This is an optimization exercise on Yosys and OpenROAD, whose aim is small area, not a production implementation. Function was checked by simulation only, so behaviour that the tests miss may differ from the original. Power and IR drop assume default switching activity.

File: flow/run.sh
#!/bin/bash
# synth_recipe.tcl (not shown) runs the flow's synth.tcl, then flattens the netlist and writes it again
# the make line also repeats each setting of config.mk as NAME=value (left out here)
make -C /OpenROAD-flow-scripts/flow DESIGN_CONFIG=/design/flow/config.mk WORK_HOME=/design/flow/orfs CLKGATE_MAP_FILE= SYNTH_SCRIPT=/design/flow/synth_recipe.tcl finish
File: flow/config.mk
export PLATFORM = sky130hd
export DESIGN_NAME = collisionTop
export DESIGN_NICKNAME = collisionTop
export VERILOG_FILES = /design/flow/design.v
export SDC_FILE = /design/flow/constraint.sdc
export NUM_CORES = 4
export LEC_CHECK = 0
export CAP_MARGIN = 20
export CORE_MARGIN = 2
export CORE_UTILIZATION = 40
export SLEW_MARGIN = 20
File: flow/constraint.sdc
create_clock -name core_clock -period 7.0 [get_ports {Clk}]
set_input_delay 1.4000 -clock core_clock [delete_from_list [all_inputs] [get_ports {Clk}]]
set_output_delay 1.4000 -clock core_clock [all_outputs]
set_load 0.01 [all_outputs]
File: flow/design.v
`default_nettype none
package tankPkg;
	localparam int coordW    = 10;
	localparam int cmpW      = 11;     
	localparam int wallCount = 3;
	localparam int rectW     = 4 * coordW;     
	localparam int pointW    = 2 * coordW;     
	localparam logic [coordW-1:0] tankSize      = 10'd16;
	localparam logic [coordW-1:0] tankStep      = 10'd1;
	localparam logic [coordW-1:0] missileWidth  = 10'd8;
	localparam logic [coordW-1:0] missileHeight = 10'd16;
	localparam logic [coordW-1:0] missileStep   = 10'd2;
	localparam logic [coordW-1:0] baseX    = 10'd120;
	localparam logic [coordW-1:0] baseY    = 10'd240;
	localparam logic [coordW-1:0] baseSize = 10'd16;
	localparam logic [7:0] keyUp    = 8'h1d;
	localparam logic [7:0] keyDown  = 8'h1b;
	localparam logic [7:0] keyLeft  = 8'h1c;
	localparam logic [7:0] keyRight = 8'h23;
	localparam logic [1:0] dirUp    = 2'b00;
	localparam logic [1:0] dirLeft  = 2'b01;
	localparam logic [1:0] dirDown  = 2'b10;
	localparam logic [1:0] dirRight = 2'b11;
	localparam logic [1:0] hitNone  = 2'd0;
	localparam logic [1:0] hitWall  = 2'd1;
	localparam logic [1:0] hitEnemy = 2'd2;
	localparam logic [1:0] hitBase  = 2'd3;
	localparam logic [rectW-1:0] baseRect = {baseX, baseY, baseSize, baseSize};
endpackage
`default_nettype wire
`timescale 1ns/1ps
`default_nettype none
import tankPkg::*;
module tankMoveCheck
(
	input  logic [7:0]                 keycode,
	input  logic [pointW-1:0]          tankPos,      
	input  logic [pointW-1:0]          enemyPos,
	input  logic [wallCount*rectW-1:0] walls,        
	output logic                       blocked
);
	localparam int obstCount = wallCount + 1;     
	logic [obstCount*rectW-1:0] obstacles;
	logic [obstCount-1:0]       hitEach;
	logic [cmpW-1:0] tankLeft;
	logic [cmpW-1:0] tankTop;
	logic [cmpW-1:0] tankRight;
	logic [cmpW-1:0] tankBottom;
	logic [cmpW-1:0] upEdge;       
	logic [cmpW-1:0] downEdge;
	logic [cmpW-1:0] leftEdge;
	logic [cmpW-1:0] rightEdge;
	logic goUp;
	logic goDown;
	logic goLeft;
	logic goRight;
	always_comb
	begin
		goUp    = 1'b0;
		goDown  = 1'b0;
		goLeft  = 1'b0;
		goRight = 1'b0;
		case (keycode)
			keyUp:    goUp    = 1'b1;
			keyDown:  goDown  = 1'b1;
			keyLeft:  goLeft  = 1'b1;
			keyRight: goRight = 1'b1;
			default:  ;     
		endcase
	end
	assign tankLeft   = {1'b0, tankPos[pointW-1:coordW]};
	assign tankTop    = {1'b0, tankPos[coordW-1:0]};
	assign tankRight  = tankLeft + {1'b0, tankSize};
	assign tankBottom = tankTop + {1'b0, tankSize};
	assign upEdge    = tankTop - {1'b0, tankStep};
	assign downEdge  = tankBottom + {1'b0, tankStep};     
	assign leftEdge  = tankLeft - {1'b0, tankStep};
	assign rightEdge = tankRight + {1'b0, tankStep};
	assign obstacles[wallCount*rectW-1:0]       = walls;
	assign obstacles[wallCount*rectW +: rectW]  = {enemyPos, tankSize, tankSize};
	for (genvar i = 0; i < obstCount; i++)
	begin : obstLoop
		logic [cmpW-1:0] oLeft;
		logic [cmpW-1:0] oTop;
		logic [cmpW-1:0] oRight;
		logic [cmpW-1:0] oBottom;
		logic xOverlap;
		logic yOverlap;
		assign oLeft   = {1'b0, obstacles[i*rectW + 3*coordW +: coordW]};
		assign oTop    = {1'b0, obstacles[i*rectW + 2*coordW +: coordW]};
		assign oRight  = oLeft + {1'b0, obstacles[i*rectW + coordW +: coordW]};
		assign oBottom = oTop + {1'b0, obstacles[i*rectW +: coordW]};
		assign xOverlap = (tankLeft < oRight) && (tankRight > oLeft);
		assign yOverlap = (tankTop < oBottom) && (tankBottom > oTop);
		assign hitEach[i] = (goUp    && (upEdge == oBottom)   && xOverlap)
			|| (goDown  && (downEdge == oTop)    && xOverlap)
			|| (goLeft  && (leftEdge == oRight)  && yOverlap)
			|| (goRight && (rightEdge == oLeft)  && yOverlap);
	end
	assign blocked = |hitEach;
endmodule
`default_nettype wire
`timescale 1ns/1ps
`default_nettype none
import tankPkg::*;
module missileHitCheck
(
	input  logic [pointW-1:0]          missilePos,     
	input  logic [1:0]                 missileDir,
	input  logic [pointW-1:0]          enemyPos,
	input  logic [wallCount*rectW-1:0] walls,
	output logic [2:0]                 hits            
);
	localparam int enemyIdx    = wallCount;
	localparam int baseIdx     = wallCount + 1;
	localparam int targetCount = wallCount + 2;
	logic [targetCount*rectW-1:0] targets;
	logic [targetCount-1:0]       hitEach;
	logic [cmpW-1:0] mLeft;
	logic [cmpW-1:0] mTop;
	logic [cmpW-1:0] mRight;
	logic [cmpW-1:0] mBottom;
	logic [cmpW-1:0] nextTop;       
	logic [cmpW-1:0] nextBottom;
	logic [cmpW-1:0] nextLeft;
	logic [cmpW-1:0] nextRight;
	assign mLeft   = {1'b0, missilePos[pointW-1:coordW]};
	assign mTop    = {1'b0, missilePos[coordW-1:0]};
	assign mRight  = mLeft + {1'b0, missileWidth};
	assign mBottom = mTop + {1'b0, missileHeight};
	assign nextTop    = mTop - {1'b0, missileStep};
	assign nextBottom = mBottom + {1'b0, missileStep};     
	assign nextLeft   = mLeft - {1'b0, missileStep};
	assign nextRight  = mRight + {1'b0, missileStep};      
	assign targets[wallCount*rectW-1:0]      = walls;
	assign targets[enemyIdx*rectW +: rectW]  = {enemyPos, tankSize, tankSize};
	assign targets[baseIdx*rectW +: rectW]   = baseRect;
	for (genvar i = 0; i < targetCount; i++)
	begin : targetLoop
		logic [cmpW-1:0] tLeft;
		logic [cmpW-1:0] tTop;
		logic [cmpW-1:0] tRight;
		logic [cmpW-1:0] tBottom;
		logic xOverlap;
		logic yOverlap;
		logic hit;
		assign tLeft   = {1'b0, targets[i*rectW + 3*coordW +: coordW]};
		assign tTop    = {1'b0, targets[i*rectW + 2*coordW +: coordW]};
		assign tRight  = tLeft + {1'b0, targets[i*rectW + coordW +: coordW]};
		assign tBottom = tTop + {1'b0, targets[i*rectW +: coordW]};
		assign xOverlap = (mLeft <= tRight) && (mRight >= tLeft);
		assign yOverlap = (mTop <= tBottom) && (mBottom >= tTop);
		always_comb
		begin
			hit = 1'b0;
			case (missileDir)
				dirUp:
					hit = (nextTop <= tBottom) && (mTop > tTop) && xOverlap;
				dirDown:
					hit = (nextBottom >= tTop) && (mBottom < tBottom) && xOverlap;
				dirLeft:
					hit = (nextLeft <= tRight) && (mLeft > tLeft) && yOverlap;
				dirRight:
					hit = (nextRight >= tLeft) && (mRight < tRight) && yOverlap;
			endcase
		end
		assign hitEach[i] = hit;
	end
	assign hits[2] = |hitEach[wallCount-1:0];
	assign hits[1] = hitEach[enemyIdx];
	assign hits[0] = hitEach[baseIdx];
endmodule
`default_nettype wire
`timescale 1ns/1ps
`default_nettype none
import tankPkg::*;
module hitArbiter
(
	input  logic       Clk,
	input  logic       rstN,
	input  logic       blocked,
	input  logic [2:0] hits,       
	output logic [2:0] status      
);
	logic [1:0] nextKind;
	always_comb
	begin
		if (hits[0])
		begin
			nextKind = hitBase;
		end
		else if (hits[1])
		begin
			nextKind = hitEnemy;
		end
		else if (hits[2])
		begin
			nextKind = hitWall;
		end
		else
		begin
			nextKind = hitNone;
		end
	end
	always_ff @(posedge Clk)
	begin
		if (!rstN)
		begin
			status <= {1'b0, hitNone};
		end
		else
		begin
			status <= {blocked, nextKind};
		end
	end
endmodule
`default_nettype wire
`timescale 1ns/1ps
`default_nettype none
import tankPkg::*;
module collisionTop
(
	input  logic                       Clk,
	input  logic                       rstN,
	input  logic [7:0]                 keycode,
	input  logic [pointW-1:0]          tankPos,        
	input  logic [pointW-1:0]          enemyPos,       
	input  logic [wallCount*rectW-1:0] walls,          
	input  logic [pointW-1:0]          missilePos,     
	input  logic [1:0]                 missileDir,
	output logic [2:0]                 status          
);
	logic       blocked;     
	logic [2:0] hits;        
	tankMoveCheck u_moveCheck
	(
		.keycode  (keycode),
		.tankPos  (tankPos),
		.enemyPos (enemyPos),
		.walls    (walls),
		.blocked  (blocked)
	);
	missileHitCheck u_hitCheck
	(
		.missilePos (missilePos),
		.missileDir (missileDir),
		.enemyPos   (enemyPos),
		.walls      (walls),
		.hits       (hits)
	);
	hitArbiter u_arbiter
	(
		.Clk     (Clk),
		.rstN    (rstN),
		.blocked (blocked),
		.hits    (hits),
		.status  (status)
	);
endmodule
`default_nettype wire
==> results.txt <==
## Yosys cell counts (7+ instances only)
cell / number / share of area (%)
nor2b_1: 44 / 1.4
a21oi_1: 155 / 4.0
nand4_1: 60 / 1.9
a211o_1: 13 / 0.58
nor2_1: 130 / 2.5
nor4_1: 22 / 0.70
xor2_1: 76 / 3.4
nand4b_1: 8 / 0.36
o21bai_1: 20 / 0.77
nor3b_1: 8 / 0.31
a31o_2: 9 / 0.40
or3_1: 14 / 0.45
nand3b_1: 9 / 0.35
clkbuf_1: 32 / 0.61
a21boi_0: 8 / 0.31
o21ai_0: 124 / 3.2
nor3_1: 55 / 1.4
a211oi_1: 35 / 1.3
nand2b_1: 32 / 1.0
ha_1: 599 / 38
and3_1: 21 / 0.67
o211ai_1: 22 / 0.84
a221oi_1: 13 / 0.58
and4_1: 9 / 0.40
or2_2: 13 / 0.42
nand3_1: 101 / 2.6
nand2_1: 121 / 2.3
maj3_1: 29 / 1.5
or4_1: 7 / 0.27
o21a_1: 53 / 2.0
nor4b_1: 7 / 0.31
a21o_1: 69 / 2.6
a2111oi_0: 20 / 0.90
xnor2_1: 195 / 8.7
o31a_1: 7 / 0.31
a31oi_1: 15 / 0.48
o2111ai_1: 16 / 0.72
and2_1: 11 / 0.35
o41ai_1: 10 / 0.45
inv_1: 167 / 3.2
o31ai_1: 12 / 0.46
o311ai_0: 7 / 0.31
## cell type report
class                      count  area share (%)
inverter                     169            2.75
timing repair buffer         313            12.3
clock buffer                   4           0.341
tap                          622            3.37
sequential                     3           0.260
multi-input combinational   2281            81.0
## per-stage QoR
step	util [%]	setup WS, ps
3_3_place_gp	47.3	903
2_1_floorplan	-	2020
3_5_place_dp	47.3	755
5_1_grt	47.5	642
4_1_cts	47.4	992
6_report	47.5	985
## power by group
part | leakage [nW] | switching, mW | internal, mW
Combinational | 10.5 | 1.43 | 1.01
Clock | 0.0382 | 0.0225 | 0.0759
Sequential | 0.0244 | 0.00118 | 0.0184
## cell families (layout without fill, tap and decap cells)
family	after synthesis	after routing	synth area share (%)
xor gates and xnor gates	273	273	12.4
buffers and inverters	209	486	4.08
and+or+nand+nor	688	688	18.7
adders and majority gates	634	634	40.4
muxes	7	7	0.384
AOI/OAI and AO/OA	679	679	23.8
DFF	3	3	0.307
## layout by cell type (no fill, tap or decap), types with 15 or more instances in the layout
master / netlist / final
ha_1: 599 / 599
xnor2_1: 195 / 195
clkdlybuf4s50_1: 0 / 194
inv_1: 167 / 167
a21oi_1: 155 / 155
nor2_1: 130 / 130
o21ai_0: 124 / 124
nand2_1: 121 / 121
buf_4: 0 / 119
nand3_1: 101 / 101
xor2_1: 76 / 76
a21o_1: 69 / 69
nand4_1: 60 / 60
nor3_1: 55 / 55
o21a_1: 53 / 53
nor2b_1: 44 / 44
a211oi_1: 35 / 35
nand2b_1: 32 / 32
maj3_1: 29 / 29
o211ai_1: 22 / 22
nor4_1: 22 / 22
and3_1: 21 / 21
o21bai_1: 20 / 20
a2111oi_0: 20 / 20
o2111ai_1: 16 / 16
a31oi_1: 15 / 15
## worst max-delay path, stage by stage
cell and delay [ps]:
clkdlybuf4s50_1 480, ha_1 260, fa_1 410, a211oi_1 430, nor2_1 110, xnor2_1 590
ha_1 290, nor2b_1 80, a221o_1 350, a221oi_1 240, a21oi_1 140, maj3_1 370
maj3_1 370, nand2_1 120, o311ai_0 260, a31oi_1 270
## metal layers
layer  up-vias  routed length [um]  global-route usage [%]
met2      1034               41900                    60.3
met5         -                  13                       0
met4         2                5900                    18.4
met3       286                6830                    3.60
li1      10000                   -                       -
met1     10200               37900                    44.5
## path summary, 6_finish.rpt
kind  cells past startpoint             endpoint  slack (ps)
max                      16  u_arbiter.status[0]         990
min                       2  u_arbiter.status[2]        2000
==> results.py <==
metrics = {
    "timing": {
        "min_period_over_period_pct": 85.9,
        "rsz0062_at_grt": "false",
        "finalHoldViolations": 0,
        "finalSetupViolations": 0,
        "fin_crit_ps": 6010,
        "worst_pin_slew_ps": 1120,
        "final.setup.tns_ps": 0,
        "max_freq_mhz": 166,
        "slew_headroom_pct": 24.3,
        "holdWs_ps": 2000,
        "report.final.slew_viol_count": 0,
    },
    "drt": {
        "drt-vias-per-instance": 6.34,
        "drt-total-wl_mm": 92.6,
        "drc": 0,
        "routedWlPerCell_um": 27.3,
        "drt-initial-drc-count": 1958,
        "final_antenna_net_count": 0,
        "dr.pass1.iters": 6,
        "vias": 21500,
    },
    "synth": {
        "synth.avg_cell_area_sq_um": 7.84,
        "synth_edf_count": 0,
        "synthArstFlopShare_pct": 0,
        "synth-seq-area-share_pct": 0.307,
        "yosysWarningCount": 3,
        "synth_cell_type_count": 88,
        "synthCells": 2493,
        "synth-seq-cells": 3,
        "syn_nets": 3290,
        "synth_area_sq_um": 19600,
        "ys.flop_type": "dfxtp_1",
    },
    "global_routing": {
        "grt_pass1_vias": 20700,
        "grt_antenna_before_repair": 3,
        "grt_start_max_net_pins": 22,
        "grt_remaining_overflow": 0,
        "grt_pass1_wl_mm": 134,
        "grt_usage_pct": 35.6,
    },
    "worst_setup_path": {
        "cp-start-kind": "input port",
        "end_kind": "flop",
        "critPathRequiredTime_ps": 7150,
        "critPathKind": "input port to flop",
        "worstPathMaxFanout": 5,
        "setup.worst_path.start": "walls[100]",
        "arrival_ps": 6170,
    },
    "finish": {
        "n_antenna_cell": 0,
        "fin_area_sq_um": 23100,
        "top_regs": "u_arbiter.status x3",
        "multiInputGateArea_sq_um": 18700,
        "largest_reg_flops": 3,
        "largest_register": "u_arbiter.status",
        "area_growth_pct": 18.0,
        "stdcell_count": 3392,
        "layout.nets": 3568,
        "drive_gt1_share_pct": 5.88,
        "seqCellArea_sq_um": 60.1,
        "num-fill-cells": 4812,
    },
    "die": {
        "die_w_um": 225,
        "core_region_area_sq_um": 48600,
        "die_area_sq_um": 50700,
        "start_util_pct": 40.2,
        "fp.dieH_um": 225,
        "io_pins": 195,
        "row_count": 81,
    },
    "pwr": {
        "irDropWorstVdd_mv": 0.0680,
        "total_power_mw": 2.56,
        "power-per-cell-area_nw_per_um2": 111,
        "p_leak_nw": 10.5,
    },
    "clocking": {
        "cts_hold_buf": 0,
        "root_buffer": "clkbuf_16",
        "clk_pin_slew_ps": 40,
        "cts.sinks": 3,
        "clk_path_buf_depth": 2,
        "htree_num_levels": 1,
        "cts-buffers-inserted": 3,
        "post_cts_buffers": 0,
        "cts_resized": 0,
        "cts_tree": "done",
    },
    "place": {
        "dpl_cell_area_sq_um": 23000,
        "gp_congestion": 1.05,
        "dp.cells": 3387,
        "io_buffers": 194,
        "dp_hpwl_mm": 75.9,
    },
    "run": {
        "drv_cap": 0,
    },
    "status": {
        "status": "finished clean",
    },
    "min_path": {
        "hold_path.class": "input port to flop",
        "hp-start": "rstN",
    },
}

## separate check: timing with driven ports
How much do the figures lean on ideal ports? The routed layout below was timed once more, with nothing changed but the port constraints. Step 1: set_driving_cell puts a clkbuf_16 on Clk and a buf_2 on each other input, an assumption about the parent block. Step 2 adds t to the input delays and takes it off the output delays; t is the mean of the earliest and latest rising clock arrival at the registers after step 1. Input paths then give back, and output paths get back, about the clock's delay inside the block. Three values: ideal, step 1, step 2; two values: the first two.
t (ns): 0.270
setup WS [ns]: 0.985 / 0.997 / 0.727
worst setup path after step 2: input to register
clock arrival spread, ns: 0.003 / 0.003
After both steps this run still meets setup and hold. For this run, drivers alone change the setup slack by +0.012 ns; drivers and shift together by -0.258 ns.
